Context: an optimization exercise on an open-source flow, tuned for small area, a short achievable clock period and few clock cycles per item. The choices shown serve that exercise and are no tape-out recipe. Only simulation tests tie the RTL to the original design; equivalence was not proved.

`design/flow/design.v`:
```
package tpbe_pkg;
  localparam int unsigned CMD_W      = 2;
  localparam int unsigned COORD_W    = 16;
  localparam int unsigned VALUE_W    = 18;
  localparam int unsigned TERM_W     = 4;
  localparam int unsigned ORDER_W    = 2;
  localparam int unsigned CFG_IDX_W  = 1;
  localparam int unsigned CFG_DATA_W = 2;
endpackage
module tensor_polynomial_basis_eval_top (
  input  logic                                clk_i,
  input  logic                                rst_ni,
  input  logic                                item_valid_i,
  output logic                                item_ready_o,
  input  logic [tpbe_pkg::CMD_W-1:0]          item_command_i,
  input  logic signed [tpbe_pkg::COORD_W-1:0] item_coord_a_i,
  input  logic signed [tpbe_pkg::COORD_W-1:0] item_coord_b_i,
  output logic                                result_valid_o,
  input  logic                                result_ready_i,
  output logic signed [tpbe_pkg::VALUE_W-1:0] result_value_o,
  output logic [tpbe_pkg::TERM_W-1:0]         result_term_index_o,
  output logic                                result_last_o,
  output logic                                result_bad_setting_o,
  input  logic                                cfg_we_i,
  input  logic [tpbe_pkg::CFG_IDX_W-1:0]      cfg_idx_i,
  input  logic [tpbe_pkg::CFG_DATA_W-1:0]     cfg_wdata_i
);
  localparam int unsigned MAC_ROWS = 2;   
  localparam logic [2:0] OP_B2 = 3'd0;   
  localparam logic [2:0] OP_D3 = 3'd1;   
  localparam logic [2:0] OP_T  = 3'd2;   
  localparam logic [2:0] OP_LO = 3'd3;   
  localparam logic [2:0] OP_HI = 3'd4;   
  localparam logic [2:0] OP_L0 = 3'd5;   
  localparam logic [2:0] OP_L1 = 3'd6;   
  localparam logic [2:0] OP_L2 = 3'd7;   
  function automatic logic [23:0] booth(input logic [15:0] b);
    logic bm, b0, b1;
    for (int k = 0; k < 8; k++) begin
      bm = (k == 0) ? 1'b0 : b[2*k-1];
      b0 = b[2*k];
      b1 = b[2*k+1];
      booth[3*k]   = b0 ^ bm;
      booth[3*k+1] = (b1 & !b0 & !bm) | (!b1 & b0 & bm);
      booth[3*k+2] = b1 & !(b0 & bm);
    end
  endfunction
  function automatic logic signed [15:0] clamp(input logic signed [15:0] x);
    if (x > 16'sd16384)       clamp = 16'sd16384;
    else if (x < -16'sd16384) clamp = -16'sd16384;
    else                      clamp = x;
  endfunction
  function automatic logic [4:0] op_at(input logic lag, input logic [1:0] p, input logic dm,
                                       input logic [3:0] st);
    op_at = '0;
    if (!lag && p == 2'd2) begin
      case (st)
        4'd0: op_at = {2'b10, OP_B2};
        4'd1: if (!dm) op_at = {2'b11, OP_B2};
        default: ;
      endcase
    end else if (!lag && p == 2'd3) begin
      case (st)
        4'd0: op_at = {2'b10, OP_T};
        4'd1: op_at = dm ? {2'b10, OP_B2} : {2'b11, OP_T};
        4'd2: op_at = dm ? {2'b11, OP_D3} : {2'b10, OP_B2};
        4'd3: op_at = {2'b10, OP_LO};
        4'd4: op_at = dm ? {2'b10, OP_HI} : {2'b11, OP_LO};
        4'd5: if (!dm) op_at = {2'b11, OP_B2};
        4'd6: if (!dm) op_at = {2'b10, OP_HI};
        4'd7: if (!dm) op_at = {2'b11, OP_HI};
        default: ;
      endcase
    end else if (lag && p == 2'd2) begin
      case (st)
        4'd0: op_at = {2'b10, OP_L0};
        4'd1: op_at = {2'b10, OP_L1};
        4'd2: op_at = {2'b10, OP_L2};
        4'd3: if (!dm) op_at = {2'b11, OP_L0};
        4'd4: if (!dm) op_at = {2'b11, OP_L1};
        4'd5: if (!dm) op_at = {2'b11, OP_L2};
        default: ;
      endcase
    end
  endfunction
  logic       kind_q;
  logic [1:0] ord_q;
  logic       bad_q;    
  always_ff @(posedge clk_i or negedge rst_ni) begin
    if (!rst_ni) begin
      kind_q <= 1'b0;
      ord_q  <= 2'd1;
      bad_q  <= 1'b0;
    end else if (cfg_we_i) begin
      if (cfg_idx_i[0]) begin
        ord_q <= cfg_wdata_i;
        bad_q <= kind_q && (cfg_wdata_i[1] == cfg_wdata_i[0]);
      end else begin
        kind_q <= cfg_wdata_i[0];
        bad_q  <= cfg_wdata_i[0] && (ord_q[1] == ord_q[0]);
      end
    end
  end
  logic lag, bad;
  assign lag = kind_q;
  assign bad = kind_q && (ord_q[1] == ord_q[0]);
  logic               fv_q;
  logic [1:0]         fcmd_q;
  logic signed [15:0] za_q, zb_q;
  logic [3:0]         fstep_q;
  logic [4:0]         fop_q;     
  logic signed [15:0] fx0_q, fx1_q, fx2_q, fy0_q, fy1_q;
  logic signed [17:0] fy2_q;
  logic signed [17:0] tha_q, thb_q;     
  logic signed [14:0] tloa_q, tlob_q;   
  logic signed [17:0] th_c;
  logic signed [14:0] tlo_c, tlo_s0;
  assign th_c   = op_a ? tha_q : thb_q;
  assign tlo_c  = op_a ? tloa_q : tlob_q;
  assign tlo_s0 = s0_opa_q ? tloa_q : tlob_q;
  logic               bv_q;
  logic [1:0]         bcmd_q;
  logic [1:0]         bi_q, bj_q;
  logic               blast_q;   
  logic signed [15:0] bx0_q, bx1_q, bx2_q, by0_q;
  logic signed [16:0] by1_q;
  logic signed [17:0] by2_q;
  logic               s0_bv_q, s0_triv_q, s0_last_q;
  logic signed [17:0] s0_tval_q;
  logic               s0_opv_q, s0_opa_q, s0_neg_q;
  logic [2:0]         s0_opt_q;
  logic signed [18:0] s0_a_q;
  logic [23:0]        s0_be_q;   
  logic [18:0]        s0_an_q;
  logic [23:0]        s0_ben_q;
  logic               s1_bv_q, s1_triv_q, s1_last_q;
  logic signed [17:0] s1_tval_q;
  logic               s1_opv_q, s1_opa_q;
  logic [2:0]         s1_opt_q;
  logic [MAC_ROWS-1:0][32:0] s1_row_q;
  logic               ov_q, olast_q, onew_q;
  logic signed [17:0] oval_q;
  logic [3:0]         ok_q;
  logic               sv_q, slast_q;
  logic signed [17:0] sval_q;
  logic adv;
  assign adv = !sv_q;
  logic [4:0]  cur_op;
  logic        op_v, op_a, dep_wait, op_go, fdone;
  logic [2:0]  op_t;
  logic        fdm;
  assign fdm    = (fcmd_q != 2'd0);
  assign cur_op = fop_q;
  assign op_v   = fv_q && cur_op[4];
  assign op_a   = cur_op[3];
  assign op_t   = cur_op[2:0];
  assign dep_wait = (op_t == OP_LO || op_t == OP_HI) &&
                    ((s0_opv_q && s0_opa_q == op_a && (s0_opt_q == OP_T || s0_opt_q == OP_LO)) ||
                     (s1_opv_q && s1_opa_q == op_a && (s1_opt_q == OP_T || s1_opt_q == OP_LO)));
  assign fdone  = fv_q && !cur_op[4] && !s0_opv_q && !s1_opv_q;
  logic signed [15:0] oz;
  logic signed [18:0] zz, ad_p1, ad_p2, ad_sum;
  logic               ad_ci;
  logic [9:0] adm_q, adm_d;
  logic signed [15:0] oz_q, oz_d;    
  function automatic logic [9:0] ad_mode(input logic [4:0] op, input logic lag);
    ad_mode = '0;
    if (!op[4]) begin
      ad_mode = lag ? 10'b0000_00001_1 : 10'b1000_10000_0;    
    end else begin
      case (op[2:0])
        OP_B2:   ad_mode = 10'b1000_10000_0;
        OP_T:    ad_mode = 10'b0100_10000_0;
        OP_D3:   ad_mode = 10'b0010_01000_1;
        OP_L0:   ad_mode = 10'b0001_00100_0;
        OP_L2:   ad_mode = 10'b0001_00010_0;
        OP_L1:   ad_mode = 10'b0000_01000_1;
        default: ad_mode = '0;
      endcase
    end
  endfunction
  assign oz = oz_q;
  assign zz = 19'(oz);
  always_comb begin
    ad_p1 = ({19{adm_q[9]}} & (zz <<< 1)) | ({19{adm_q[8]}} & (zz <<< 2)) |
            ({19{adm_q[7]}} & (zz <<< 4)) | ({19{adm_q[6]}} & zz);
    ad_p2 = ({19{adm_q[5]}} & zz) | ({19{adm_q[4]}} & ~zz) |
            ({19{adm_q[3]}} & -19'sd16384) | ({19{adm_q[2]}} & 19'sd16384) |
            ({19{adm_q[1]}} & ~(zz <<< 1));
    ad_ci = adm_q[0];
  end
  assign ad_sum = ad_p1 + ad_p2 + 19'(ad_ci);
  logic signed [18:0] op_av;
  logic               op_neg;
  logic               zabs_lt9460, zabs_lt7328;
  assign zabs_lt9460 = (oz < 16'sd9460) && (oz > -16'sd9460);
  assign zabs_lt7328 = (oz < 16'sd7328) && (oz > -16'sd7328);
  always_comb begin
    op_av  = ad_sum;
    op_neg = 1'b0;
    case (op_t)
      OP_B2: op_neg = zabs_lt9460;
      OP_D3: op_neg = zabs_lt7328;
      OP_LO: begin op_av = 19'($signed({1'b0, tlo_c[12:0]})); op_neg = oz[15] ^ th_c[17]; end
      OP_HI: op_av = 19'(th_c);
      OP_L0: op_neg = (oz > 16'sd0) && (oz < 16'sd16384);
      OP_L2: op_neg = (oz < 16'sd0) && (oz > -16'sd16384);
      default: ;
    endcase
  end
  logic       bdm, bswap, b_last, xconst, yc16k;
  logic [1:0] xn, yn, xs, ys;
  logic signed [15:0] xv;
  logic signed [17:0] yv, tval;
  logic       triv, b_mac;
  assign bdm    = (bcmd_q != 2'd0);
  assign bswap  = (bcmd_q == 2'd2);
  assign xn     = bswap ? bj_q : bi_q;
  assign yn     = bswap ? bi_q : bj_q;
  assign b_last = blast_q;
  assign xs     = lag ? xn : xn - 2'd1;
  assign ys     = lag ? yn : yn - 2'd1;
  assign xconst = !lag && (xn == 2'd0);
  assign yc16k  = !lag && (bdm ? (yn == 2'd1) : (yn == 2'd0));
  always_comb begin
    case (xs)
      2'd0:    xv = bx0_q;
      2'd1:    xv = bx1_q;
      default: xv = bx2_q;
    endcase
    if (xconst) xv = 16'sd16384;
    case (ys)
      2'd0:    yv = 18'(by0_q);
      2'd1:    yv = 18'(by1_q);
      default: yv = by2_q;
    endcase
    if (yc16k) yv = 18'sd16384;
    else if (!lag && yn == 2'd0) yv = 18'sd0;
  end
  assign triv = bad || xconst || yc16k || (!lag && yn == 2'd0);
  assign tval = bad ? 18'sd0 : xconst ? yv : yc16k ? 18'(xv) : 18'sd0;
  assign b_mac = bv_q && !triv;
  logic op_prio, b_go;
  assign op_prio = lag || (bi_q == ord_q);
  assign op_go   = op_v && !dep_wait && (!b_mac || op_prio);
  assign b_go    = bv_q && !(b_mac && op_go);
  logic xfer;
  assign xfer = fdone && (!bv_q || b_last);
  logic       rdy_q, rdy_d, accept;
  logic       xf_q;    
  logic       ld;      
  assign ld = !fv_q || xf_q;
  logic       fv_d, bv_d, blast_d, s0_opv_d, s1_opv_d, sv_d;
  logic [4:0] fop_acc, fop_nxt, fop_d;
  assign item_ready_o = rdy_q;
  assign accept       = item_valid_i && rdy_q;
  assign fop_acc      = op_at(lag, ord_q, item_command_i != 2'd0, 4'd0);
  assign fop_nxt      = op_at(lag, ord_q, fdm, fstep_q + 4'd1);
  always_comb begin
    fv_d = fv_q;
    if (accept)           fv_d = (item_command_i != 2'd3);
    else if (xf_q)        fv_d = 1'b0;
    fop_d = fop_q;
    if (ld)               fop_d = fop_acc;
    else if (adv && op_go) fop_d = fop_nxt;
    bv_d     = bv_q;
    blast_d  = blast_q;
    s0_opv_d = s0_opv_q;
    s1_opv_d = s1_opv_q;
    if (adv) begin
      if (xf_q)                bv_d = 1'b1;
      else if (b_go && b_last) bv_d = 1'b0;
      if (xf_q)                blast_d = (ord_q == 2'd0);
      else if (b_go)           blast_d = (bj_q != ord_q) && (bi_q == ord_q) && (bj_q + 2'd1 == ord_q);
      s0_opv_d = op_go;
      s1_opv_d = s0_opv_q;
    end
    if (sv_q)                           sv_d = !result_ready_i;
    else if (!ov_q || result_ready_i)   sv_d = 1'b0;
    else                                sv_d = s1_bv_q;
    adm_d = ad_mode(fop_d, lag);
    if (ld)                 oz_d = clamp(item_coord_b_i);
    else if (adv && op_go)  oz_d = (fop_nxt[4] && !fop_nxt[3]) ? zb_q : za_q;
    else                    oz_d = oz_q;
    rdy_d = !fv_d || (!fop_d[4] && !s0_opv_d && !s1_opv_d && (!bv_d || blast_d) && !sv_d);
  end
  function automatic logic signed [15:0] lag1_b0(input logic signed [15:0] z);
    lag1_b0 = 16'sd8192 - (z >>> 1);
  endfunction
  function automatic logic signed [15:0] lag1_b1(input logic signed [15:0] z);
    lag1_b1 = 16'sd8192 + (z >>> 1) + $signed({15'd0, z[0]});
  endfunction
  logic signed [15:0] nbx0, nbx1, nbx2, nby0;
  logic signed [16:0] nby1;
  logic signed [17:0] nby2;
  always_comb begin
    nbx0 = fx0_q;
    nbx1 = fx1_q;
    nbx2 = fx2_q;
    nby0 = fy0_q;
    nby1 = 17'(fy1_q);
    nby2 = fy2_q;
    if (!lag) begin
      nbx0 = zb_q;
      nby0 = za_q;
      if (fdm) nby1 = ad_sum[16:0];
    end else if (ord_q == 2'd1) begin
      nbx0 = lag1_b0(zb_q);
      nbx1 = lag1_b1(zb_q);
      nby0 = fdm ? -16'sd8192 : lag1_b0(za_q);
      nby1 = fdm ? 17'sd8192 : 17'(lag1_b1(za_q));
    end else if (fdm) begin
      nby0 = za_q - 16'sd8192;
      nby1 = ad_sum[16:0];
      nby2 = 18'(za_q) + 18'sd8192;
    end
  end
  logic signed [32:0] mac_c, mac_r;
  logic signed [32:0] negc, hic;
  assign negc = {32'd0, s0_neg_q};
  assign hic  = {17'd0, ~tlo_s0[14], tlo_s0[14], tlo_s0[13:0]};    
  always_comb begin
    if (!s0_opv_q) begin
      mac_c = 33'sd8192 - negc;
    end else begin
      case (s0_opt_q)
        OP_B2:   mac_c = -33'sd268435456 + 33'sd16384 - negc;
        OP_D3:   mac_c = -33'sd805306368 + 33'sd16384 - negc;
        OP_T:    mac_c = -33'sd805306368;
        OP_LO:   mac_c = 33'sd0 - negc;
        OP_HI:   mac_c = hic;
        OP_L1:   mac_c = 33'sd268435456 + 33'sd8192;
        default: mac_c = 33'sd16384 - negc;
      endcase
    end
  end
  logic [MAC_ROWS-1:0][32:0] mac_row;
  logic [32:0] pp0;
  assign pp0 = {1'b0, 1'b0, 1'b0, 1'b0, 1'b0, 1'b0, 1'b0, 1'b0, 1'b0, 1'b0, 1'b0, 1'b0, 1'b0, ~(((~s0_ben_q[0] | ~s0_ben_q[1]) & s0_a_q[18]) ^ ~s0_ben_q[2]), (((~s0_ben_q[0] & s0_a_q[18]) | (~s0_ben_q[1] & s0_a_q[17])) ^ ~s0_ben_q[2]), (((~s0_ben_q[0] & s0_a_q[17]) | (~s0_ben_q[1] & s0_a_q[16])) ^ ~s0_ben_q[2]), (((~s0_ben_q[0] & s0_a_q[16]) | (~s0_ben_q[1] & s0_a_q[15])) ^ ~s0_ben_q[2]), (((~s0_ben_q[0] & s0_a_q[15]) | (~s0_ben_q[1] & s0_a_q[14])) ^ ~s0_ben_q[2]), (((~s0_ben_q[0] & s0_a_q[14]) | (~s0_ben_q[1] & s0_a_q[13])) ^ ~s0_ben_q[2]), (((~s0_ben_q[0] & s0_a_q[13]) | (~s0_ben_q[1] & s0_a_q[12])) ^ ~s0_ben_q[2]), (((~s0_ben_q[0] & s0_a_q[12]) | (~s0_ben_q[1] & s0_a_q[11])) ^ ~s0_ben_q[2]), (((~s0_ben_q[0] & s0_a_q[11]) | (~s0_ben_q[1] & s0_a_q[10])) ^ ~s0_ben_q[2]), (((~s0_ben_q[0] & s0_a_q[10]) | (~s0_ben_q[1] & s0_a_q[9])) ^ ~s0_ben_q[2]), (((s0_be_q[0] & s0_a_q[9]) | (s0_be_q[1] & s0_a_q[8])) ^ s0_be_q[2]), (((s0_be_q[0] & s0_a_q[8]) | (s0_be_q[1] & s0_a_q[7])) ^ s0_be_q[2]), (((s0_be_q[0] & s0_a_q[7]) | (s0_be_q[1] & s0_a_q[6])) ^ s0_be_q[2]), (((s0_be_q[0] & s0_a_q[6]) | (s0_be_q[1] & s0_a_q[5])) ^ s0_be_q[2]), (((s0_be_q[0] & s0_a_q[5]) | (s0_be_q[1] & s0_a_q[4])) ^ s0_be_q[2]), (((s0_be_q[0] & s0_a_q[4]) | (s0_be_q[1] & s0_a_q[3])) ^ s0_be_q[2]), (((s0_be_q[0] & s0_a_q[3]) | (s0_be_q[1] & s0_a_q[2])) ^ s0_be_q[2]), (((s0_be_q[0] & s0_a_q[2]) | (s0_be_q[1] & s0_a_q[1])) ^ s0_be_q[2]), (((s0_be_q[0] & s0_a_q[1]) | (s0_be_q[1] & s0_a_q[0])) ^ s0_be_q[2]), ((s0_be_q[0] & s0_a_q[0]) ^ s0_be_q[2])};
  logic [32:0] pp1;
  assign pp1 = {1'b0, 1'b0, 1'b0, 1'b0, 1'b0, 1'b0, 1'b0, 1'b0, 1'b0, 1'b0, 1'b0, ~(((~s0_ben_q[3] | ~s0_ben_q[4]) & s0_a_q[18]) ^ ~s0_ben_q[5]), (((~s0_ben_q[3] & s0_a_q[18]) | (~s0_ben_q[4] & s0_a_q[17])) ^ ~s0_ben_q[5]), (((~s0_ben_q[3] & s0_a_q[17]) | (~s0_ben_q[4] & s0_a_q[16])) ^ ~s0_ben_q[5]), (((~s0_ben_q[3] & s0_a_q[16]) | (~s0_ben_q[4] & s0_a_q[15])) ^ ~s0_ben_q[5]), (((~s0_ben_q[3] & s0_a_q[15]) | (~s0_ben_q[4] & s0_a_q[14])) ^ ~s0_ben_q[5]), (((~s0_ben_q[3] & s0_a_q[14]) | (~s0_ben_q[4] & s0_a_q[13])) ^ ~s0_ben_q[5]), (((~s0_ben_q[3] & s0_a_q[13]) | (~s0_ben_q[4] & s0_a_q[12])) ^ ~s0_ben_q[5]), (((~s0_ben_q[3] & s0_a_q[12]) | (~s0_ben_q[4] & s0_a_q[11])) ^ ~s0_ben_q[5]), (((~s0_ben_q[3] & s0_a_q[11]) | (~s0_ben_q[4] & s0_a_q[10])) ^ ~s0_ben_q[5]), (((~s0_ben_q[3] & s0_a_q[10]) | (~s0_ben_q[4] & s0_a_q[9])) ^ ~s0_ben_q[5]), (((s0_be_q[3] & s0_a_q[9]) | (s0_be_q[4] & s0_a_q[8])) ^ s0_be_q[5]), (((s0_be_q[3] & s0_a_q[8]) | (s0_be_q[4] & s0_a_q[7])) ^ s0_be_q[5]), (((s0_be_q[3] & s0_a_q[7]) | (s0_be_q[4] & s0_a_q[6])) ^ s0_be_q[5]), (((s0_be_q[3] & s0_a_q[6]) | (s0_be_q[4] & s0_a_q[5])) ^ s0_be_q[5]), (((s0_be_q[3] & s0_a_q[5]) | (s0_be_q[4] & s0_a_q[4])) ^ s0_be_q[5]), (((s0_be_q[3] & s0_a_q[4]) | (s0_be_q[4] & s0_a_q[3])) ^ s0_be_q[5]), (((s0_be_q[3] & s0_a_q[3]) | (s0_be_q[4] & s0_a_q[2])) ^ s0_be_q[5]), (((s0_be_q[3] & s0_a_q[2]) | (s0_be_q[4] & s0_a_q[1])) ^ s0_be_q[5]), (((s0_be_q[3] & s0_a_q[1]) | (s0_be_q[4] & s0_a_q[0])) ^ s0_be_q[5]), ((s0_be_q[3] & s0_a_q[0]) ^ s0_be_q[5]), 1'b0, s0_be_q[2]};
  logic [32:0] pp2;
  assign pp2 = {1'b0, 1'b0, 1'b0, 1'b0, 1'b0, 1'b0, 1'b0, 1'b0, 1'b0, ~(((~s0_ben_q[6] | ~s0_ben_q[7]) & s0_a_q[18]) ^ ~s0_ben_q[8]), (((~s0_ben_q[6] & s0_a_q[18]) | (~s0_ben_q[7] & s0_a_q[17])) ^ ~s0_ben_q[8]), (((~s0_ben_q[6] & s0_a_q[17]) | (~s0_ben_q[7] & s0_a_q[16])) ^ ~s0_ben_q[8]), (((~s0_ben_q[6] & s0_a_q[16]) | (~s0_ben_q[7] & s0_a_q[15])) ^ ~s0_ben_q[8]), (((~s0_ben_q[6] & s0_a_q[15]) | (~s0_ben_q[7] & s0_a_q[14])) ^ ~s0_ben_q[8]), (((~s0_ben_q[6] & s0_a_q[14]) | (~s0_ben_q[7] & s0_a_q[13])) ^ ~s0_ben_q[8]), (((~s0_ben_q[6] & s0_a_q[13]) | (~s0_ben_q[7] & s0_a_q[12])) ^ ~s0_ben_q[8]), (((~s0_ben_q[6] & s0_a_q[12]) | (~s0_ben_q[7] & s0_a_q[11])) ^ ~s0_ben_q[8]), (((~s0_ben_q[6] & s0_a_q[11]) | (~s0_ben_q[7] & s0_a_q[10])) ^ ~s0_ben_q[8]), (((~s0_ben_q[6] & s0_a_q[10]) | (~s0_ben_q[7] & s0_a_q[9])) ^ ~s0_ben_q[8]), (((s0_be_q[6] & s0_a_q[9]) | (s0_be_q[7] & s0_a_q[8])) ^ s0_be_q[8]), (((s0_be_q[6] & s0_a_q[8]) | (s0_be_q[7] & s0_a_q[7])) ^ s0_be_q[8]), (((s0_be_q[6] & s0_a_q[7]) | (s0_be_q[7] & s0_a_q[6])) ^ s0_be_q[8]), (((s0_be_q[6] & s0_a_q[6]) | (s0_be_q[7] & s0_a_q[5])) ^ s0_be_q[8]), (((s0_be_q[6] & s0_a_q[5]) | (s0_be_q[7] & s0_a_q[4])) ^ s0_be_q[8]), (((s0_be_q[6] & s0_a_q[4]) | (s0_be_q[7] & s0_a_q[3])) ^ s0_be_q[8]), (((s0_be_q[6] & s0_a_q[3]) | (s0_be_q[7] & s0_a_q[2])) ^ s0_be_q[8]), (((s0_be_q[6] & s0_a_q[2]) | (s0_be_q[7] & s0_a_q[1])) ^ s0_be_q[8]), (((s0_be_q[6] & s0_a_q[1]) | (s0_be_q[7] & s0_a_q[0])) ^ s0_be_q[8]), ((s0_be_q[6] & s0_a_q[0]) ^ s0_be_q[8]), 1'b0, s0_be_q[5], 1'b0, 1'b0};
  logic [32:0] pp3;
  assign pp3 = {1'b0, 1'b0, 1'b0, 1'b0, 1'b0, 1'b0, 1'b0, ~(((~s0_ben_q[9] | ~s0_ben_q[10]) & s0_a_q[18]) ^ ~s0_ben_q[11]), (((~s0_ben_q[9] & s0_a_q[18]) | (~s0_ben_q[10] & s0_a_q[17])) ^ ~s0_ben_q[11]), (((~s0_ben_q[9] & s0_a_q[17]) | (~s0_ben_q[10] & s0_a_q[16])) ^ ~s0_ben_q[11]), (((~s0_ben_q[9] & s0_a_q[16]) | (~s0_ben_q[10] & s0_a_q[15])) ^ ~s0_ben_q[11]), (((~s0_ben_q[9] & s0_a_q[15]) | (~s0_ben_q[10] & s0_a_q[14])) ^ ~s0_ben_q[11]), (((~s0_ben_q[9] & s0_a_q[14]) | (~s0_ben_q[10] & s0_a_q[13])) ^ ~s0_ben_q[11]), (((~s0_ben_q[9] & s0_a_q[13]) | (~s0_ben_q[10] & s0_a_q[12])) ^ ~s0_ben_q[11]), (((~s0_ben_q[9] & s0_a_q[12]) | (~s0_ben_q[10] & s0_a_q[11])) ^ ~s0_ben_q[11]), (((~s0_ben_q[9] & s0_a_q[11]) | (~s0_ben_q[10] & s0_a_q[10])) ^ ~s0_ben_q[11]), (((~s0_ben_q[9] & s0_a_q[10]) | (~s0_ben_q[10] & s0_a_q[9])) ^ ~s0_ben_q[11]), (((s0_be_q[9] & s0_a_q[9]) | (s0_be_q[10] & s0_a_q[8])) ^ s0_be_q[11]), (((s0_be_q[9] & s0_a_q[8]) | (s0_be_q[10] & s0_a_q[7])) ^ s0_be_q[11]), (((s0_be_q[9] & s0_a_q[7]) | (s0_be_q[10] & s0_a_q[6])) ^ s0_be_q[11]), (((s0_be_q[9] & s0_a_q[6]) | (s0_be_q[10] & s0_a_q[5])) ^ s0_be_q[11]), (((s0_be_q[9] & s0_a_q[5]) | (s0_be_q[10] & s0_a_q[4])) ^ s0_be_q[11]), (((s0_be_q[9] & s0_a_q[4]) | (s0_be_q[10] & s0_a_q[3])) ^ s0_be_q[11]), (((s0_be_q[9] & s0_a_q[3]) | (s0_be_q[10] & s0_a_q[2])) ^ s0_be_q[11]), (((s0_be_q[9] & s0_a_q[2]) | (s0_be_q[10] & s0_a_q[1])) ^ s0_be_q[11]), (((s0_be_q[9] & s0_a_q[1]) | (s0_be_q[10] & s0_a_q[0])) ^ s0_be_q[11]), ((s0_be_q[9] & s0_a_q[0]) ^ s0_be_q[11]), 1'b0, s0_be_q[8], 1'b0, 1'b0, 1'b0, 1'b0};
  logic [32:0] pp4;
  assign pp4 = {1'b0, 1'b0, 1'b0, 1'b0, 1'b0, ~(((~s0_ben_q[12] | ~s0_ben_q[13]) & ~s0_an_q[18]) ^ ~s0_ben_q[14]), (((~s0_ben_q[12] & ~s0_an_q[18]) | (~s0_ben_q[13] & ~s0_an_q[17])) ^ ~s0_ben_q[14]), (((~s0_ben_q[12] & ~s0_an_q[17]) | (~s0_ben_q[13] & ~s0_an_q[16])) ^ ~s0_ben_q[14]), (((~s0_ben_q[12] & ~s0_an_q[16]) | (~s0_ben_q[13] & ~s0_an_q[15])) ^ ~s0_ben_q[14]), (((~s0_ben_q[12] & ~s0_an_q[15]) | (~s0_ben_q[13] & ~s0_an_q[14])) ^ ~s0_ben_q[14]), (((~s0_ben_q[12] & ~s0_an_q[14]) | (~s0_ben_q[13] & ~s0_an_q[13])) ^ ~s0_ben_q[14]), (((~s0_ben_q[12] & ~s0_an_q[13]) | (~s0_ben_q[13] & ~s0_an_q[12])) ^ ~s0_ben_q[14]), (((~s0_ben_q[12] & ~s0_an_q[12]) | (~s0_ben_q[13] & ~s0_an_q[11])) ^ ~s0_ben_q[14]), (((~s0_ben_q[12] & ~s0_an_q[11]) | (~s0_ben_q[13] & ~s0_an_q[10])) ^ ~s0_ben_q[14]), (((~s0_ben_q[12] & ~s0_an_q[10]) | (~s0_ben_q[13] & ~s0_an_q[9])) ^ ~s0_ben_q[14]), (((s0_be_q[12] & ~s0_an_q[9]) | (s0_be_q[13] & ~s0_an_q[8])) ^ s0_be_q[14]), (((s0_be_q[12] & ~s0_an_q[8]) | (s0_be_q[13] & ~s0_an_q[7])) ^ s0_be_q[14]), (((s0_be_q[12] & ~s0_an_q[7]) | (s0_be_q[13] & ~s0_an_q[6])) ^ s0_be_q[14]), (((s0_be_q[12] & ~s0_an_q[6]) | (s0_be_q[13] & ~s0_an_q[5])) ^ s0_be_q[14]), (((s0_be_q[12] & ~s0_an_q[5]) | (s0_be_q[13] & ~s0_an_q[4])) ^ s0_be_q[14]), (((s0_be_q[12] & ~s0_an_q[4]) | (s0_be_q[13] & ~s0_an_q[3])) ^ s0_be_q[14]), (((s0_be_q[12] & ~s0_an_q[3]) | (s0_be_q[13] & ~s0_an_q[2])) ^ s0_be_q[14]), (((s0_be_q[12] & ~s0_an_q[2]) | (s0_be_q[13] & ~s0_an_q[1])) ^ s0_be_q[14]), (((s0_be_q[12] & ~s0_an_q[1]) | (s0_be_q[13] & ~s0_an_q[0])) ^ s0_be_q[14]), ((s0_be_q[12] & ~s0_an_q[0]) ^ s0_be_q[14]), 1'b0, s0_be_q[11], 1'b0, 1'b0, 1'b0, 1'b0, 1'b0, 1'b0};
  logic [32:0] pp5;
  assign pp5 = {1'b0, 1'b0, 1'b0, ~(((~s0_ben_q[15] | ~s0_ben_q[16]) & ~s0_an_q[18]) ^ ~s0_ben_q[17]), (((~s0_ben_q[15] & ~s0_an_q[18]) | (~s0_ben_q[16] & ~s0_an_q[17])) ^ ~s0_ben_q[17]), (((~s0_ben_q[15] & ~s0_an_q[17]) | (~s0_ben_q[16] & ~s0_an_q[16])) ^ ~s0_ben_q[17]), (((~s0_ben_q[15] & ~s0_an_q[16]) | (~s0_ben_q[16] & ~s0_an_q[15])) ^ ~s0_ben_q[17]), (((~s0_ben_q[15] & ~s0_an_q[15]) | (~s0_ben_q[16] & ~s0_an_q[14])) ^ ~s0_ben_q[17]), (((~s0_ben_q[15] & ~s0_an_q[14]) | (~s0_ben_q[16] & ~s0_an_q[13])) ^ ~s0_ben_q[17]), (((~s0_ben_q[15] & ~s0_an_q[13]) | (~s0_ben_q[16] & ~s0_an_q[12])) ^ ~s0_ben_q[17]), (((~s0_ben_q[15] & ~s0_an_q[12]) | (~s0_ben_q[16] & ~s0_an_q[11])) ^ ~s0_ben_q[17]), (((~s0_ben_q[15] & ~s0_an_q[11]) | (~s0_ben_q[16] & ~s0_an_q[10])) ^ ~s0_ben_q[17]), (((~s0_ben_q[15] & ~s0_an_q[10]) | (~s0_ben_q[16] & ~s0_an_q[9])) ^ ~s0_ben_q[17]), (((s0_be_q[15] & ~s0_an_q[9]) | (s0_be_q[16] & ~s0_an_q[8])) ^ s0_be_q[17]), (((s0_be_q[15] & ~s0_an_q[8]) | (s0_be_q[16] & ~s0_an_q[7])) ^ s0_be_q[17]), (((s0_be_q[15] & ~s0_an_q[7]) | (s0_be_q[16] & ~s0_an_q[6])) ^ s0_be_q[17]), (((s0_be_q[15] & ~s0_an_q[6]) | (s0_be_q[16] & ~s0_an_q[5])) ^ s0_be_q[17]), (((s0_be_q[15] & ~s0_an_q[5]) | (s0_be_q[16] & ~s0_an_q[4])) ^ s0_be_q[17]), (((s0_be_q[15] & ~s0_an_q[4]) | (s0_be_q[16] & ~s0_an_q[3])) ^ s0_be_q[17]), (((s0_be_q[15] & ~s0_an_q[3]) | (s0_be_q[16] & ~s0_an_q[2])) ^ s0_be_q[17]), (((s0_be_q[15] & ~s0_an_q[2]) | (s0_be_q[16] & ~s0_an_q[1])) ^ s0_be_q[17]), (((s0_be_q[15] & ~s0_an_q[1]) | (s0_be_q[16] & ~s0_an_q[0])) ^ s0_be_q[17]), ((s0_be_q[15] & ~s0_an_q[0]) ^ s0_be_q[17]), 1'b0, s0_be_q[14], 1'b0, 1'b0, 1'b0, 1'b0, 1'b0, 1'b0, 1'b0, 1'b0};
  logic [32:0] pp6;
  assign pp6 = {1'b0, ~(((~s0_ben_q[18] | ~s0_ben_q[19]) & ~s0_an_q[18]) ^ ~s0_ben_q[20]), (((~s0_ben_q[18] & ~s0_an_q[18]) | (~s0_ben_q[19] & ~s0_an_q[17])) ^ ~s0_ben_q[20]), (((~s0_ben_q[18] & ~s0_an_q[17]) | (~s0_ben_q[19] & ~s0_an_q[16])) ^ ~s0_ben_q[20]), (((~s0_ben_q[18] & ~s0_an_q[16]) | (~s0_ben_q[19] & ~s0_an_q[15])) ^ ~s0_ben_q[20]), (((~s0_ben_q[18] & ~s0_an_q[15]) | (~s0_ben_q[19] & ~s0_an_q[14])) ^ ~s0_ben_q[20]), (((~s0_ben_q[18] & ~s0_an_q[14]) | (~s0_ben_q[19] & ~s0_an_q[13])) ^ ~s0_ben_q[20]), (((~s0_ben_q[18] & ~s0_an_q[13]) | (~s0_ben_q[19] & ~s0_an_q[12])) ^ ~s0_ben_q[20]), (((~s0_ben_q[18] & ~s0_an_q[12]) | (~s0_ben_q[19] & ~s0_an_q[11])) ^ ~s0_ben_q[20]), (((~s0_ben_q[18] & ~s0_an_q[11]) | (~s0_ben_q[19] & ~s0_an_q[10])) ^ ~s0_ben_q[20]), (((~s0_ben_q[18] & ~s0_an_q[10]) | (~s0_ben_q[19] & ~s0_an_q[9])) ^ ~s0_ben_q[20]), (((s0_be_q[18] & ~s0_an_q[9]) | (s0_be_q[19] & ~s0_an_q[8])) ^ s0_be_q[20]), (((s0_be_q[18] & ~s0_an_q[8]) | (s0_be_q[19] & ~s0_an_q[7])) ^ s0_be_q[20]), (((s0_be_q[18] & ~s0_an_q[7]) | (s0_be_q[19] & ~s0_an_q[6])) ^ s0_be_q[20]), (((s0_be_q[18] & ~s0_an_q[6]) | (s0_be_q[19] & ~s0_an_q[5])) ^ s0_be_q[20]), (((s0_be_q[18] & ~s0_an_q[5]) | (s0_be_q[19] & ~s0_an_q[4])) ^ s0_be_q[20]), (((s0_be_q[18] & ~s0_an_q[4]) | (s0_be_q[19] & ~s0_an_q[3])) ^ s0_be_q[20]), (((s0_be_q[18] & ~s0_an_q[3]) | (s0_be_q[19] & ~s0_an_q[2])) ^ s0_be_q[20]), (((s0_be_q[18] & ~s0_an_q[2]) | (s0_be_q[19] & ~s0_an_q[1])) ^ s0_be_q[20]), (((s0_be_q[18] & ~s0_an_q[1]) | (s0_be_q[19] & ~s0_an_q[0])) ^ s0_be_q[20]), ((s0_be_q[18] & ~s0_an_q[0]) ^ s0_be_q[20]), 1'b0, s0_be_q[17], 1'b0, 1'b0, 1'b0, 1'b0, 1'b0, 1'b0, 1'b0, 1'b0, 1'b0, 1'b0};
  logic [32:0] pp7;
  assign pp7 = {(((~s0_ben_q[21] & ~s0_an_q[18]) | (~s0_ben_q[22] & ~s0_an_q[17])) ^ ~s0_ben_q[23]), (((~s0_ben_q[21] & ~s0_an_q[17]) | (~s0_ben_q[22] & ~s0_an_q[16])) ^ ~s0_ben_q[23]), (((~s0_ben_q[21] & ~s0_an_q[16]) | (~s0_ben_q[22] & ~s0_an_q[15])) ^ ~s0_ben_q[23]), (((~s0_ben_q[21] & ~s0_an_q[15]) | (~s0_ben_q[22] & ~s0_an_q[14])) ^ ~s0_ben_q[23]), (((~s0_ben_q[21] & ~s0_an_q[14]) | (~s0_ben_q[22] & ~s0_an_q[13])) ^ ~s0_ben_q[23]), (((~s0_ben_q[21] & ~s0_an_q[13]) | (~s0_ben_q[22] & ~s0_an_q[12])) ^ ~s0_ben_q[23]), (((~s0_ben_q[21] & ~s0_an_q[12]) | (~s0_ben_q[22] & ~s0_an_q[11])) ^ ~s0_ben_q[23]), (((~s0_ben_q[21] & ~s0_an_q[11]) | (~s0_ben_q[22] & ~s0_an_q[10])) ^ ~s0_ben_q[23]), (((~s0_ben_q[21] & ~s0_an_q[10]) | (~s0_ben_q[22] & ~s0_an_q[9])) ^ ~s0_ben_q[23]), (((s0_be_q[21] & ~s0_an_q[9]) | (s0_be_q[22] & ~s0_an_q[8])) ^ s0_be_q[23]), (((s0_be_q[21] & ~s0_an_q[8]) | (s0_be_q[22] & ~s0_an_q[7])) ^ s0_be_q[23]), (((s0_be_q[21] & ~s0_an_q[7]) | (s0_be_q[22] & ~s0_an_q[6])) ^ s0_be_q[23]), (((s0_be_q[21] & ~s0_an_q[6]) | (s0_be_q[22] & ~s0_an_q[5])) ^ s0_be_q[23]), (((s0_be_q[21] & ~s0_an_q[5]) | (s0_be_q[22] & ~s0_an_q[4])) ^ s0_be_q[23]), (((s0_be_q[21] & ~s0_an_q[4]) | (s0_be_q[22] & ~s0_an_q[3])) ^ s0_be_q[23]), (((s0_be_q[21] & ~s0_an_q[3]) | (s0_be_q[22] & ~s0_an_q[2])) ^ s0_be_q[23]), (((s0_be_q[21] & ~s0_an_q[2]) | (s0_be_q[22] & ~s0_an_q[1])) ^ s0_be_q[23]), (((s0_be_q[21] & ~s0_an_q[1]) | (s0_be_q[22] & ~s0_an_q[0])) ^ s0_be_q[23]), ((s0_be_q[21] & ~s0_an_q[0]) ^ s0_be_q[23]), 1'b0, s0_be_q[20], 1'b0, 1'b0, 1'b0, 1'b0, 1'b0, 1'b0, 1'b0, 1'b0, 1'b0, 1'b0, 1'b0, 1'b0};
  logic [32:0] krow;
  assign krow = 33'd5726797824 | {18'd0, s0_be_q[23], 14'd0};
  logic [32:0] cs0_0s, cs0_0c, cs0_0m;
  assign cs0_0s = pp0 ^ pp1 ^ pp2;
  assign cs0_0m = (pp0 & pp1) | (pp0 & pp2) | (pp1 & pp2);
  assign cs0_0c = {cs0_0m[31:0], 1'b0};
  logic [32:0] cs0_1s, cs0_1c, cs0_1m;
  assign cs0_1s = pp3 ^ pp4 ^ pp5;
  assign cs0_1m = (pp3 & pp4) | (pp3 & pp5) | (pp4 & pp5);
  assign cs0_1c = {cs0_1m[31:0], 1'b0};
  logic [32:0] cs0_2s, cs0_2c, cs0_2m;
  assign cs0_2s = pp6 ^ pp7 ^ krow;
  assign cs0_2m = (pp6 & pp7) | (pp6 & krow) | (pp7 & krow);
  assign cs0_2c = {cs0_2m[31:0], 1'b0};
  logic [32:0] cs1_0s, cs1_0c, cs1_0m;
  assign cs1_0s = cs0_0s ^ cs0_0c ^ cs0_1s;
  assign cs1_0m = (cs0_0s & cs0_0c) | (cs0_0s & cs0_1s) | (cs0_0c & cs0_1s);
  assign cs1_0c = {cs1_0m[31:0], 1'b0};
  logic [32:0] cs1_1s, cs1_1c, cs1_1m;
  assign cs1_1s = cs0_1c ^ cs0_2s ^ cs0_2c;
  assign cs1_1m = (cs0_1c & cs0_2s) | (cs0_1c & cs0_2c) | (cs0_2s & cs0_2c);
  assign cs1_1c = {cs1_1m[31:0], 1'b0};
  logic [32:0] cs2_0s, cs2_0c, cs2_0m;
  assign cs2_0s = cs1_0s ^ cs1_0c ^ cs1_1s;
  assign cs2_0m = (cs1_0s & cs1_0c) | (cs1_0s & cs1_1s) | (cs1_0c & cs1_1s);
  assign cs2_0c = {cs2_0m[31:0], 1'b0};
  logic [32:0] cs3_0s, cs3_0c, cs3_0m;
  assign cs3_0s = cs2_0s ^ cs2_0c ^ cs1_1c;
  assign cs3_0m = (cs2_0s & cs2_0c) | (cs2_0s & cs1_1c) | (cs2_0c & cs1_1c);
  assign cs3_0c = {cs3_0m[31:0], 1'b0};
  logic [32:0] cs4_0s, cs4_0c, cs4_0m;
  assign cs4_0s = cs3_0s ^ cs3_0c ^ mac_c;
  assign cs4_0m = (cs3_0s & cs3_0c) | (cs3_0s & mac_c) | (cs3_0c & mac_c);
  assign cs4_0c = {cs4_0m[31:0], 1'b0};
  assign mac_row[0] = cs4_0s;
  assign mac_row[1] = cs4_0c;
  always_comb begin
    mac_r = '0;
    for (int r = 0; r < MAC_ROWS; r++) mac_r = mac_r + s1_row_q[r];
  end
  logic signed [17:0] beat_val;
  assign beat_val = s1_triv_q ? s1_tval_q : mac_r[31:14];
  always_ff @(posedge clk_i or negedge rst_ni) begin
    if (!rst_ni) begin
      fv_q     <= 1'b0;
      rdy_q    <= 1'b1;
      xf_q     <= 1'b0;
      bv_q     <= 1'b0;
      s0_bv_q  <= 1'b0;
      s0_opv_q <= 1'b0;
      s1_bv_q  <= 1'b0;
      s1_opv_q <= 1'b0;
      ov_q     <= 1'b0;
      onew_q   <= 1'b1;
      sv_q     <= 1'b0;
    end else begin
      fv_q  <= fv_d;
      rdy_q <= rdy_d;
      xf_q  <= fv_d && rdy_d;
      if (adv) begin
        if (xf_q)             bv_q <= 1'b1;
        else if (b_go && b_last) bv_q <= 1'b0;
        s0_bv_q  <= b_go;
        s0_opv_q <= op_go;
        s1_bv_q  <= s0_bv_q;
        s1_opv_q <= s0_opv_q;
      end
      if (sv_q) begin
        if (result_ready_i) begin
          ov_q <= 1'b1;
          onew_q <= slast_q;
          sv_q <= 1'b0;
        end
      end else if (!ov_q || result_ready_i) begin
        ov_q <= s1_bv_q;
        if (s1_bv_q) onew_q <= s1_last_q;
      end else begin
        sv_q <= s1_bv_q;
      end
    end
  end
  always_ff @(posedge clk_i) begin
    if (ld) begin
      fcmd_q  <= item_command_i;
      za_q    <= clamp(item_coord_a_i);
      zb_q    <= clamp(item_coord_b_i);
      fstep_q <= '0;
    end else if (adv && op_go) begin
      fstep_q <= fstep_q + 4'd1;
    end
    fop_q   <= fop_d;
    adm_q   <= adm_d;
    oz_q    <= oz_d;
    blast_q <= blast_d;
    if (adv) begin
      if (xf_q) begin
        bcmd_q <= fcmd_q;
        bi_q   <= '0;
        bj_q   <= '0;
        bx0_q  <= nbx0;
        bx1_q  <= nbx1;
        bx2_q  <= nbx2;
        by0_q  <= nby0;
        by1_q  <= nby1;
        by2_q  <= nby2;
      end else if (b_go) begin
        if (bj_q == ord_q) begin
          bj_q <= '0;
          bi_q <= bi_q + 2'd1;
        end else begin
          bj_q <= bj_q + 2'd1;
        end
      end
      s0_triv_q <= triv;
      s0_tval_q <= tval;
      s0_last_q <= b_last;
      s0_opa_q  <= op_a;
      s0_opt_q  <= op_t;
      if (b_mac && !op_go) begin
        s0_a_q   <= 19'(yv);
        s0_be_q  <= booth(xv);
        s0_ben_q <= ~booth(xv);
        s0_an_q  <= ~{yv[17], yv};
        s0_neg_q <= xv[15] ^ yv[17];
      end else begin
        s0_a_q   <= op_av;
        s0_be_q  <= booth(oz);
        s0_ben_q <= ~booth(oz);
        s0_an_q  <= ~op_av;
        s0_neg_q <= op_neg;
      end
      s1_triv_q <= s0_triv_q;
      s1_tval_q <= s0_tval_q;
      s1_last_q <= s0_last_q;
      s1_opa_q  <= s0_opa_q;
      s1_opt_q  <= s0_opt_q;
      s1_row_q  <= mac_row;
      if (s1_opv_q) begin
        case (s1_opt_q)
          OP_B2: if (s1_opa_q) fy1_q <= mac_r[30:15]; else fx1_q <= mac_r[30:15];
          OP_D3: fy2_q <= mac_r[32:15];
          OP_T: begin
            if (s1_opa_q) begin
              tha_q  <= mac_r[30:13];
              tloa_q <= {2'b00, mac_r[12:0]};
            end else begin
              thb_q  <= mac_r[30:13];
              tlob_q <= {2'b00, mac_r[12:0]};
            end
          end
          OP_LO: if (s1_opa_q) tloa_q <= mac_r[27:13]; else tlob_q <= mac_r[27:13];
          OP_HI: if (s1_opa_q) fy2_q <= 18'($signed(mac_r[31:16])); else fx2_q <= mac_r[31:16];
          OP_L0: if (s1_opa_q) fy0_q <= mac_r[30:15]; else fx0_q <= mac_r[30:15];
          OP_L1: if (s1_opa_q) fy1_q <= mac_r[29:14]; else fx1_q <= mac_r[29:14];
          default: if (s1_opa_q) fy2_q <= 18'($signed(mac_r[30:15])); else fx2_q <= mac_r[30:15];
        endcase
      end
    end
    if (sv_q) begin
      if (result_ready_i) begin
        oval_q  <= sval_q;
        ok_q    <= onew_q ? 4'd0 : ok_q + 4'd1;
        olast_q <= slast_q;
      end
    end else if (!ov_q || result_ready_i) begin
      oval_q  <= beat_val;
      if (s1_bv_q) ok_q <= onew_q ? 4'd0 : ok_q + 4'd1;
      olast_q <= s1_last_q;
    end else begin
      sval_q  <= beat_val;
      slast_q <= s1_last_q;
    end
  end
  assign result_valid_o       = ov_q;
  assign result_value_o       = oval_q;
  assign result_term_index_o  = ok_q;
  assign result_last_o        = olast_q;
  assign result_bad_setting_o = bad_q;
endmodule
```
`design/flow/run.sh`:
```
#!/bin/bash
# synth_recipe.tcl (not shown) runs the flow's synth.tcl, then flattens the netlist and writes it again
# the make line also repeats each setting of config.mk as NAME=value (left out here)
make -C /OpenROAD-flow-scripts/flow DESIGN_CONFIG=/design/flow/config.mk WORK_HOME=/design/flow/orfs CLKGATE_MAP_FILE= SYNTH_SCRIPT=/design/flow/synth_recipe.tcl finish
```
`design/flow/config.mk`:
```
export PLATFORM = sky130hd
export DESIGN_NAME = tensor_polynomial_basis_eval_top
export DESIGN_NICKNAME = tensor_polynomial_basis_eval_top
export VERILOG_FILES = /design/flow/design.v
export SDC_FILE = /design/flow/constraint.sdc
export NUM_CORES = 4
export LEC_CHECK = 0
export CAP_MARGIN = 20
export CORE_MARGIN = 2
export CORE_UTILIZATION = 55
export SETUP_SLACK_MARGIN = 5
export SLEW_MARGIN = 20
export TNS_END_PERCENT = 100
```
`design/flow/constraint.sdc`:
```
create_clock -name core_clock -period 12.0 [get_ports {clk_i}]
set_input_delay 2.4000 -clock core_clock [delete_from_list [all_inputs] [get_ports {clk_i}]]
set_output_delay 2.4000 -clock core_clock [all_outputs]
set_load 0.01 [all_outputs]
```
==> results.txt, run 1 <==
Root Driver clkbuf_16; post-CTS sizing 0; final clock skew 53.6 ps; worst slew pin tran 1200 ps; dpl cells 4116; worst-path fanout max 17; Crit Reg-Reg Endpoint s0_a_q[18]; Cell Count, Final, Fillers Out 4244; crit path to s0_a_q[18]; Mapped Nets 3684; FF+latch count, synth about 600; # Post-CTS Setup Buffers 0; Post-Place Cell Area 38300 sq um; max-cap violations 0; CP Class register to register; CTS tree built; Initial Util a little under three fifths; Residual DRC 0; outcome complete, no violations; Slew Viols, Final 0; via/cell ratio roughly 6.3; synth cell count leaders 562 x edfxtp_1, 250 x inv_1, 247 x nand2_1, 207 x o21ai_0, 202 x clkbuf_1; mean area per synthesized cell 11.0 sq um; hold buffer count at CTS 0; Post-synth ARST share 2.52%; total grt overflow 0; antenna violations before repair 4; min cycle time layout 4440 ps; Synth Flop Type edfxtp_1; yosys warns 1; CTS Buf Count 68; Startpoint Class register; Post-synth EDFFs 562; routability congestion estimate between 0.9 and 1; Synth top area share between 40% and 50%; worst reg2reg startpoint adm_q[4]; Final Setup Violations 0; largest net degree at the start of global routing 98; CP Launch Point adm_q[4]; HPWL Detailed 87100 microns; via count ~27000; sequential share of the synthesized area between 40% and 50%; DRT antenna net count 0; Design Area, Final 40700 sq um; met3 usage 4.63%; post-route clock period utilization 37.0%; Fmax ~230 MHz; Nets roughly 3600; CP arrival 4840 ps; RSZ-0062 raised after global routing no; routed len/inst 27.0 microns; met2 Resource Use GR between 50% and 60%; min-delay worst type register to register; DIE HEIGHT around 260 microns; largest cells by area after synthesis edfxtp_1 46%, fa_1 7.1%, ha_1 5.2%; GRT Util Overall 32.9%; first-pass GRT wire length ~170000 microns; met1 Use GR 43.0%; post-route setup TNS 0 ps; max_slew headroom 19.7%; layout cell share with drive strength beyond 1 8.16%; WP data required roughly 12000 ps; Die ar. approximately 70000 sq um; Pre-antenna DRT Iters 6; FF-to-FF path depth 13; count leader, synth edfxtp_1; mapped cell area 37000 sq um; Clock Sinks 596; core area about 67000 sq um; r2r setup slk 7560 ps; via count of the first global-routing pass 26181; I/O pin cnt a little under 70; Port Buffer Count 67; Mapped Cells about 3400; Worst setup EP type register; clock latency on the worst-skew pair 640 ps; Placement Rows 95; busiest metal layer after global routing met2; Distinct cells, synth 83; htree depth 3; Max clock buf depth 3; WL final 115000 microns; Yosys top cell by area edfxtp_1; Die Width about 260 microns; area delta synth->final 10.1%; CTS clock-pin slew for the worst setup and hold paths 60 ps; Layout fillers 5455; final hold violations 0; initial drt markers 3066
[placed cells by master, fill, tap and decap left out, types with 69 or more instances in the layout]
cell | Yosys | routed
xor2_1 | 105 | 102
inv_1 | 250 | 248
clkbuf_16 | 0 | 69
nand2_1 | 247 | 245
o21ai_0 | 207 | 207
edfxtp_1 | 562 | 562
mux2i_1 | 142 | 141
a21oi_1 | 149 | 147
nor2_1 | 196 | 194
fa_1 | 131 | 131
o22ai_1 | 136 | 136
ha_1 | 153 | 152
xnor2_1 | 160 | 156
[area by class of cell]
type | instances | area [sq um] | share of cell area [%]
antenna | 2 | 5.00 | 0.0123
clock buffer | 79 | 1770 | 4.36
clock inverter | 46 | 559 | 1.37
inverter | 258 | 976 | 2.40
multi-input combinational | 2266 | 17600 | 43.2
sequential | 596 | 17600 | 43.3
tap | 873 | 1090 | 2.68
timing repair buffer | 124 | 1110 | 2.72
[per-layer routing]
metal / vias to the layer above / share of wire, %
li1: 11983 / -
met1: 13322 / 40
met2: 1181 / 48
met3: 259 / 6.8
met4: 2 / 5.7
met5: - / 0.011
[logic make-up (layout without fill, tap and decap cells)]
kind of cell / Yosys count / after routing / share of synthesized area, %
AO/OA/AOI/OAI: 788 / 788 / 13.5
AND/OR/NAND/NOR: 725 / 725 / 9.17
flip-flops: 596 / 596 / 47.7
buffers and inverters: 496 / 507 / 5.16
adder cells (fa/ha/maj): 284 / 284 / 12.3
XOR/XNOR: 267 / 267 / 6.37
multiplexers: 202 / 202 / 5.86
other: 0 / 2 / 0
[registers in the layout, indices dropped and copies added (netlist names), 19 cells and up]
| name | count |
|---|---|
| s0_a_q | 19 |
| s0_an_q | 19 |
| s0_be_q | 24 |
| s0_ben_q | 24 |
| s1_row_q | 65 |
[worst max-delay path, cell delays in order, from the launching register on]
cell	delay, ps
dfxtp_1	720
nor2b_1	210
a211oi_1	80
fa_1	450
fa_1	420
nor2b_1	130
o21ai_0	110
a21boi_0	340
o31ai_1	170
a211oi_1	380
o211ai_1	190
a21boi_0	390
mux2i_1	290
a21o_1	310
[metrics by stage]
stage	hold slack (ps)	worst slack (ps)	util, %
floorplan	400	5940	-
global placement	402	7410	57.4
detailed placement	405	7320	57.4
CTS	418	7650	60.9
global route	421	7320	61.0
finish	418	7560	61.0
[worst min path at each step]
| stage | start | to | slack, ps | cells past startpoint |
|---|---|---|---|---|
| after floorplan | fx2_q[0] | bx2_q[0] | 400 | 0 |
| after global placement | s0_last_q | s1_last_q | 400 | 0 |
| after detailed placement | s0_tval_q[0] | s1_tval_q[0] | 400 | 0 |
| after CTS | s0_tval_q[0] | s1_tval_q[0] | 420 | 0 |
| after global routing | fx2_q[4] | bx2_q[4] | 420 | 0 |
| final | s0_tval_q[0] | s1_tval_q[0] | 420 | 0 |
Testbench counts, summed over its fixed seeds: cycles 20,563, beats 18,820.
==> run 2, diff against run 1 <==
--- a/design/flow/design.v
+++ b/design/flow/design.v
@@ -62,13 +62,13 @@
     end else if (!lag && p == 2'd3) begin
       case (st)
         4'd0: op_at = {2'b10, OP_T};
-        4'd1: op_at = dm ? {2'b10, OP_B2} : {2'b11, OP_T};
-        4'd2: op_at = dm ? {2'b11, OP_D3} : {2'b10, OP_B2};
-        4'd3: op_at = {2'b10, OP_LO};
-        4'd4: op_at = dm ? {2'b10, OP_HI} : {2'b11, OP_LO};
-        4'd5: if (!dm) op_at = {2'b11, OP_B2};
-        4'd6: if (!dm) op_at = {2'b10, OP_HI};
-        4'd7: if (!dm) op_at = {2'b11, OP_HI};
+        4'd1: op_at = dm ? {2'b11, OP_D3} : {2'b11, OP_T};
+        4'd2: op_at = {2'b10, OP_LO};
+        4'd3: op_at = dm ? {2'b10, OP_HI} : {2'b11, OP_LO};
+        4'd4: op_at = dm ? {2'b10, OP_B2} : {2'b10, OP_HI};
+        4'd5: if (!dm) op_at = {2'b11, OP_HI};
+        4'd6: if (!dm) op_at = {2'b10, OP_B2};
+        4'd7: if (!dm) op_at = {2'b11, OP_B2};
         default: ;
       endcase
     end else if (lag && p == 2'd2) begin
@@ -109,15 +109,13 @@
   logic signed [15:0] za_q, zb_q;
   logic [3:0]         fstep_q;
   logic [4:0]         fop_q;     
-  logic signed [15:0] fx0_q, fx1_q, fx2_q, fy0_q, fy1_q;
-  logic signed [17:0] fy2_q;
-  logic signed [17:0] tha_q, thb_q;     
-  logic signed [14:0] tloa_q, tlob_q;   
+  logic signed [15:0] fx0_q, fx1_q, fy0_q, fy1_q;
+  logic signed [17:0] fx2_q, fy2_q;
   logic signed [17:0] th_c;
   logic signed [14:0] tlo_c, tlo_s0;
-  assign th_c   = op_a ? tha_q : thb_q;
-  assign tlo_c  = op_a ? tloa_q : tlob_q;
-  assign tlo_s0 = s0_opa_q ? tloa_q : tlob_q;
+  assign th_c   = op_a ? fy2_q : fx2_q;
+  assign tlo_c  = op_a ? fy1_q[14:0] : fx1_q[14:0];
+  assign tlo_s0 = s0_opa_q ? fy1_q[14:0] : fx1_q[14:0];
   logic               bv_q;
   logic [1:0]         bcmd_q;
   logic [1:0]         bi_q, bj_q;
@@ -247,9 +245,6 @@
   logic xfer;
   assign xfer = fdone && (!bv_q || b_last);
   logic       rdy_q, rdy_d, accept;
-  logic       xf_q;    
-  logic       ld;      
-  assign ld = !fv_q || xf_q;
   logic       fv_d, bv_d, blast_d, s0_opv_d, s1_opv_d, sv_d;
   logic [4:0] fop_acc, fop_nxt, fop_d;
   assign item_ready_o = rdy_q;
@@ -259,18 +254,18 @@
   always_comb begin
     fv_d = fv_q;
     if (accept)           fv_d = (item_command_i != 2'd3);
-    else if (xf_q)        fv_d = 1'b0;
+    else if (xfer && adv) fv_d = 1'b0;
     fop_d = fop_q;
-    if (ld)               fop_d = fop_acc;
+    if (accept)           fop_d = fop_acc;
     else if (adv && op_go) fop_d = fop_nxt;
     bv_d     = bv_q;
     blast_d  = blast_q;
     s0_opv_d = s0_opv_q;
     s1_opv_d = s1_opv_q;
     if (adv) begin
-      if (xf_q)                bv_d = 1'b1;
+      if (xfer)                bv_d = 1'b1;
       else if (b_go && b_last) bv_d = 1'b0;
-      if (xf_q)                blast_d = (ord_q == 2'd0);
+      if (xfer)                blast_d = (ord_q == 2'd0);
       else if (b_go)           blast_d = (bj_q != ord_q) && (bi_q == ord_q) && (bj_q + 2'd1 == ord_q);
       s0_opv_d = op_go;
       s1_opv_d = s0_opv_q;
@@ -279,7 +274,7 @@
     else if (!ov_q || result_ready_i)   sv_d = 1'b0;
     else                                sv_d = s1_bv_q;
     adm_d = ad_mode(fop_d, lag);
-    if (ld)                 oz_d = clamp(item_coord_b_i);
+    if (accept)             oz_d = clamp(item_coord_b_i);
     else if (adv && op_go)  oz_d = (fop_nxt[4] && !fop_nxt[3]) ? zb_q : za_q;
     else                    oz_d = oz_q;
     rdy_d = !fv_d || (!fop_d[4] && !s0_opv_d && !s1_opv_d && (!bv_d || blast_d) && !sv_d);
@@ -296,7 +291,7 @@
   always_comb begin
     nbx0 = fx0_q;
     nbx1 = fx1_q;
-    nbx2 = fx2_q;
+    nbx2 = fx2_q[15:0];
     nby0 = fy0_q;
     nby1 = 17'(fy1_q);
     nby2 = fy2_q;
@@ -397,7 +392,6 @@
     if (!rst_ni) begin
       fv_q     <= 1'b0;
       rdy_q    <= 1'b1;
-      xf_q     <= 1'b0;
       bv_q     <= 1'b0;
       s0_bv_q  <= 1'b0;
       s0_opv_q <= 1'b0;
@@ -409,9 +403,8 @@
     end else begin
       fv_q  <= fv_d;
       rdy_q <= rdy_d;
-      xf_q  <= fv_d && rdy_d;
       if (adv) begin
-        if (xf_q)             bv_q <= 1'b1;
+        if (xfer)             bv_q <= 1'b1;
         else if (b_go && b_last) bv_q <= 1'b0;
         s0_bv_q  <= b_go;
         s0_opv_q <= op_go;
@@ -433,7 +426,7 @@
     end
   end
   always_ff @(posedge clk_i) begin
-    if (ld) begin
+    if (item_valid_i && item_ready_o) begin
       fcmd_q  <= item_command_i;
       za_q    <= clamp(item_coord_a_i);
       zb_q    <= clamp(item_coord_b_i);
@@ -446,7 +439,7 @@
     oz_q    <= oz_d;
     blast_q <= blast_d;
     if (adv) begin
-      if (xf_q) begin
+      if (xfer) begin
         bcmd_q <= fcmd_q;
         bi_q   <= '0;
         bj_q   <= '0;
@@ -494,18 +487,18 @@
           OP_D3: fy2_q <= mac_r[32:15];
           OP_T: begin
             if (s1_opa_q) begin
-              tha_q  <= mac_r[30:13];
-              tloa_q <= {2'b00, mac_r[12:0]};
+              fy2_q <= mac_r[30:13];
+              fy1_q <= {3'b000, mac_r[12:0]};
             end else begin
-              thb_q  <= mac_r[30:13];
-              tlob_q <= {2'b00, mac_r[12:0]};
+              fx2_q <= mac_r[30:13];
+              fx1_q <= {3'b000, mac_r[12:0]};
             end
           end
-          OP_LO: if (s1_opa_q) tloa_q <= mac_r[27:13]; else tlob_q <= mac_r[27:13];
-          OP_HI: if (s1_opa_q) fy2_q <= 18'($signed(mac_r[31:16])); else fx2_q <= mac_r[31:16];
+          OP_LO: if (s1_opa_q) fy1_q <= 16'($signed(mac_r[27:13])); else fx1_q <= 16'($signed(mac_r[27:13]));
+          OP_HI: if (s1_opa_q) fy2_q <= 18'($signed(mac_r[31:16])); else fx2_q <= 18'($signed(mac_r[31:16]));
           OP_L0: if (s1_opa_q) fy0_q <= mac_r[30:15]; else fx0_q <= mac_r[30:15];
           OP_L1: if (s1_opa_q) fy1_q <= mac_r[29:14]; else fx1_q <= mac_r[29:14];
-          default: if (s1_opa_q) fy2_q <= 18'($signed(mac_r[30:15])); else fx2_q <= mac_r[30:15];
+          default: if (s1_opa_q) fy2_q <= 18'($signed(mac_r[30:15])); else fx2_q <= 18'($signed(mac_r[30:15]));
         endcase
       end
     end
--- a/design/flow/config.mk
+++ b/design/flow/config.mk
@@ -7,7 +7,7 @@
 export LEC_CHECK = 0
 export CAP_MARGIN = 20
 export CORE_MARGIN = 2
-export CORE_UTILIZATION = 55
+export CORE_UTILIZATION = 40
 export SETUP_SLACK_MARGIN = 5
 export SLEW_MARGIN = 20
 export TNS_END_PERCENT = 100
==> run 2 against run 1 <==
Effect of this change:
- synthesized cell count fell by 1.3%
- core utilization is 16 points lower
- die area is 31% higher
- highest routed layer is now met4
- count of clock-buffer cells in the layout shrank 7
- register-to-register slack lost 190 ps
- global-route usage fell by 9.6 points
- cell count rose by 5.0%
==> results.txt, run 2 <==
Nets 3580 (-1.6%); initial drt markers 2611 (-15%); post-route clock period utilization 38.6% (+1.6 points); total grt overflow 0 (unchanged); Worst setup EP type register; htree depth 2 (-1); DIE HEIGHT 301 microns (+14%); worst slew pin tran 1130 ps (-71.4 ps); post-CTS sizing 0 (unchanged); Setup WS pre-CTS 6730 ps (-585 ps); FF-to-FF path depth 14 (+1); RSZ-0062 raised after global routing no; routed len/inst 23.8 microns (-12%); Placement Rows 108 (+14%); largest net degree at the start of global routing 95 (-3.1%); area delta synth->final 10.1% (about the same); count leader, synth edfxtp_1; sequential share of the synthesized area 44.4% (-3.3 points); max-cap violations 0 (unchanged); CTS Buf Count 59 (-13%); outcome complete, no violations; WHS 418 ps (+0.348 ps); FF+latch count, synth 531 (-11%); Root Driver clkbuf_16; Biggest register s1_row_q; Mapped Cells 3315 (-1.3%); Post-Place Cell Area 37000 sq um (-3.6%); synth cell count leaders 498 x edfxtp_1, 250 x inv_1, 247 x nand2_1, 197 x nor2_1, 196 x clkbuf_1; Hold Startpoint s0_tval_q[16]; Port Buffer Count 67 (unchanged); mean area per synthesized cell 10.6 sq um (-3.3%); clock latency on the worst-skew pair 640 ps (about the same); routability congestion estimate 0.915 (-1.9%); WP data required 12360 ps (-40 ps); Fmax 216 MHz (-4.2%); r2r setup slk 7370 ps (-190 ps); min-delay worst type register to register; Max clock buf depth 3 (unchanged); CTS tree built; Clock Sinks 531 (-11%); Synth Flop Type edfxtp_1; final hold violations 0 (unchanged); Initial Util 40.5% (-15 points); WL final 106000 microns (-7.4%); Final Setup Violations 0 (unchanged); commonest cells after routing, fill and taps aside 498 x edfxtp_1, 250 x inv_1, 246 x nand2_1; antenna violations before repair 0 (-4); mapped cell area 35300 sq um (-4.5%); Mapped Nets 3642 (-1.1%); final clock skew 37.4 ps (-16.1 ps); Die ar. 90600 sq um (+31%); max_slew headroom 24.6% (+4.9 points); HPWL Detailed 80900 microns (-7.2%); CP Class register to register; yosys warns 1 (unchanged); layout cell share with drive strength beyond 1 8.09% (-0.077 points); via count of the first global-routing pass 24681 (-5.7%); Cell Count, Final, Fillers Out 4457 (+5.0%); Top Registers s1_row_q (65), s0_be_q (24), s0_ben_q (24); Crit Reg-Reg Endpoint fy2_q[14]; dpl cells 4347 (+5.6%); Layout fillers 8163 (+50%); GRT Util Overall 23.3% (-9.6 points); CP arrival 5000 ps (+160 ps); Post-synth ARST share 2.64% (+0.12 points); via count 25775 (-3.6%); hold buffer count at CTS 0 (unchanged); DRT antenna net count 0 (unchanged); Final Core Density 44.6% (-16 points); worst reg2reg startpoint s1_row_q[34]; Distinct cells, synth 89 (+7.2%); # Post-CTS Setup Buffers 0 (unchanged); Startpoint Class register; Slew Viols, Final 0 (unchanged); min cycle time layout 4630 ps (+195 ps); largest cells by area after synthesis edfxtp_1 42%, fa_1 7.5%, ha_1 5.4%; first-pass GRT wire length 159000 microns (-5.7%); Design Area, Final 38900 sq um (-4.6%); number of diodes 0 (-2); commonest non-fill, non-tap cell in the layout edfxtp_1; max FFs per register 65 (unchanged); I/O pin cnt 68 (unchanged); Pre-antenna DRT Iters 6 (unchanged); post-route setup TNS 0 ps (unchanged); via/cell ratio 5.78 (-8.2%); core area 87200 sq um (+30%); Post-synth EDFFs 498 (-11%); Yosys top cell by area edfxtp_1; Die Width 301 microns (+14%); final worst slack 7370 ps (-195 ps); WHS Path Cells 0 (unchanged); worst hold path endpoint s1_tval_q[16]; Residual DRC 0 (unchanged); worst-path fanout max 7 (-10); Synth top area share 42.4% (-3.3 points); CTS clock-pin slew for the worst setup and hold paths 60 ps (about the same)
## run 2: cells by family after synthesis
| kind of cell | synth area share [%] |
|---|---|
| muxes | 5.95 |
| xor gates and xnor gates | 6.81 |
| DFF | 44.4 |
| adders and majority gates | 12.9 |
| AOI/OAI and AO/OA | 15.2 |
| and+or+nand+nor | 9.38 |
| buffers and inverters | 5.34 |
## run 2: area by class of cell
class	count	area (sq um)	area share, %
sequential	531	15700	40.4
timing repair buffer	112	1010	2.60
tap	1155	1450	3.72
inverter	261	987	2.54
clock buffer	72	1550	3.98
clock inverter	38	334	0.860
multi-input combinational	2288	17800	45.9
## run 2: worst max-delay path by stage
stage	startpoint	to	slack (ps)	cells past startpoint
after global routing	item_valid_i	adm_q[0]	7120	9
final	s1_row_q[34]	fy2_q[14]	7370	14
after floorplan	sv_q	fy0_q[0]	6240	4
after detailed placement	item_valid_i	adm_q[0]	6730	10
after CTS	item_valid_i	adm_q[0]	7420	10
after global placement	item_valid_i	adm_q[0]	6750	10
## run 2: worst max-delay path, cell delays in order (launching register included)
cell      delay (ps)
edfxtp_1         330
ha_1             200
inv_1             70
fa_1             380
nor2b_1          260
o31ai_1          170
o41ai_1          900
o21ai_0          270
a21oi_1          460
a41oi_1          230
xnor2_2          190
buf_4            270
inv_1            210
a22oi_1          260
o21ai_0          130
## run 2: per-layer routing
metal	global-route usage [%]	up-vias	share of wire (%)
li1	-	11849	-
met1	32.8	12607	43
met2	36.0	1130	44
met3	3.36	189	8.0
met4	10.2	0	4.7
met5	0	-	0
Testbench counts of run 2, summed over its fixed seeds: cycles 20,767, beats 18,820.

==> what the ideal ports hide <==
Ports are ideal in the flow. The routed layouts listed here were re-timed in OpenROAD. Step 1, drivers: a clkbuf_16 drives clk_i and a buf_2 each remaining input, both assumed. Step 2 times the ports against the registers' clock, not the clock port: input delays grow and output delays shrink by t, the midpoint of the rising clock arrivals with the driver on. a / b / c = no drivers / after step 1 / after step 2; a / b = the first two.
run | t, ns | setup slack, ns | worst register clock-pin slew, ns
run 1 | 0.681 | 7.562 / 7.562 / 7.350 | 0.07 / 0.07
run 2 | 0.690 | 7.368 / 7.368 / 6.724 | 0.07 / 0.07
After both steps every run listed still meets setup and hold. The setup slack of run 2, which loses most, moves by 0.000 ns with the drivers and by -0.644 ns with both steps.
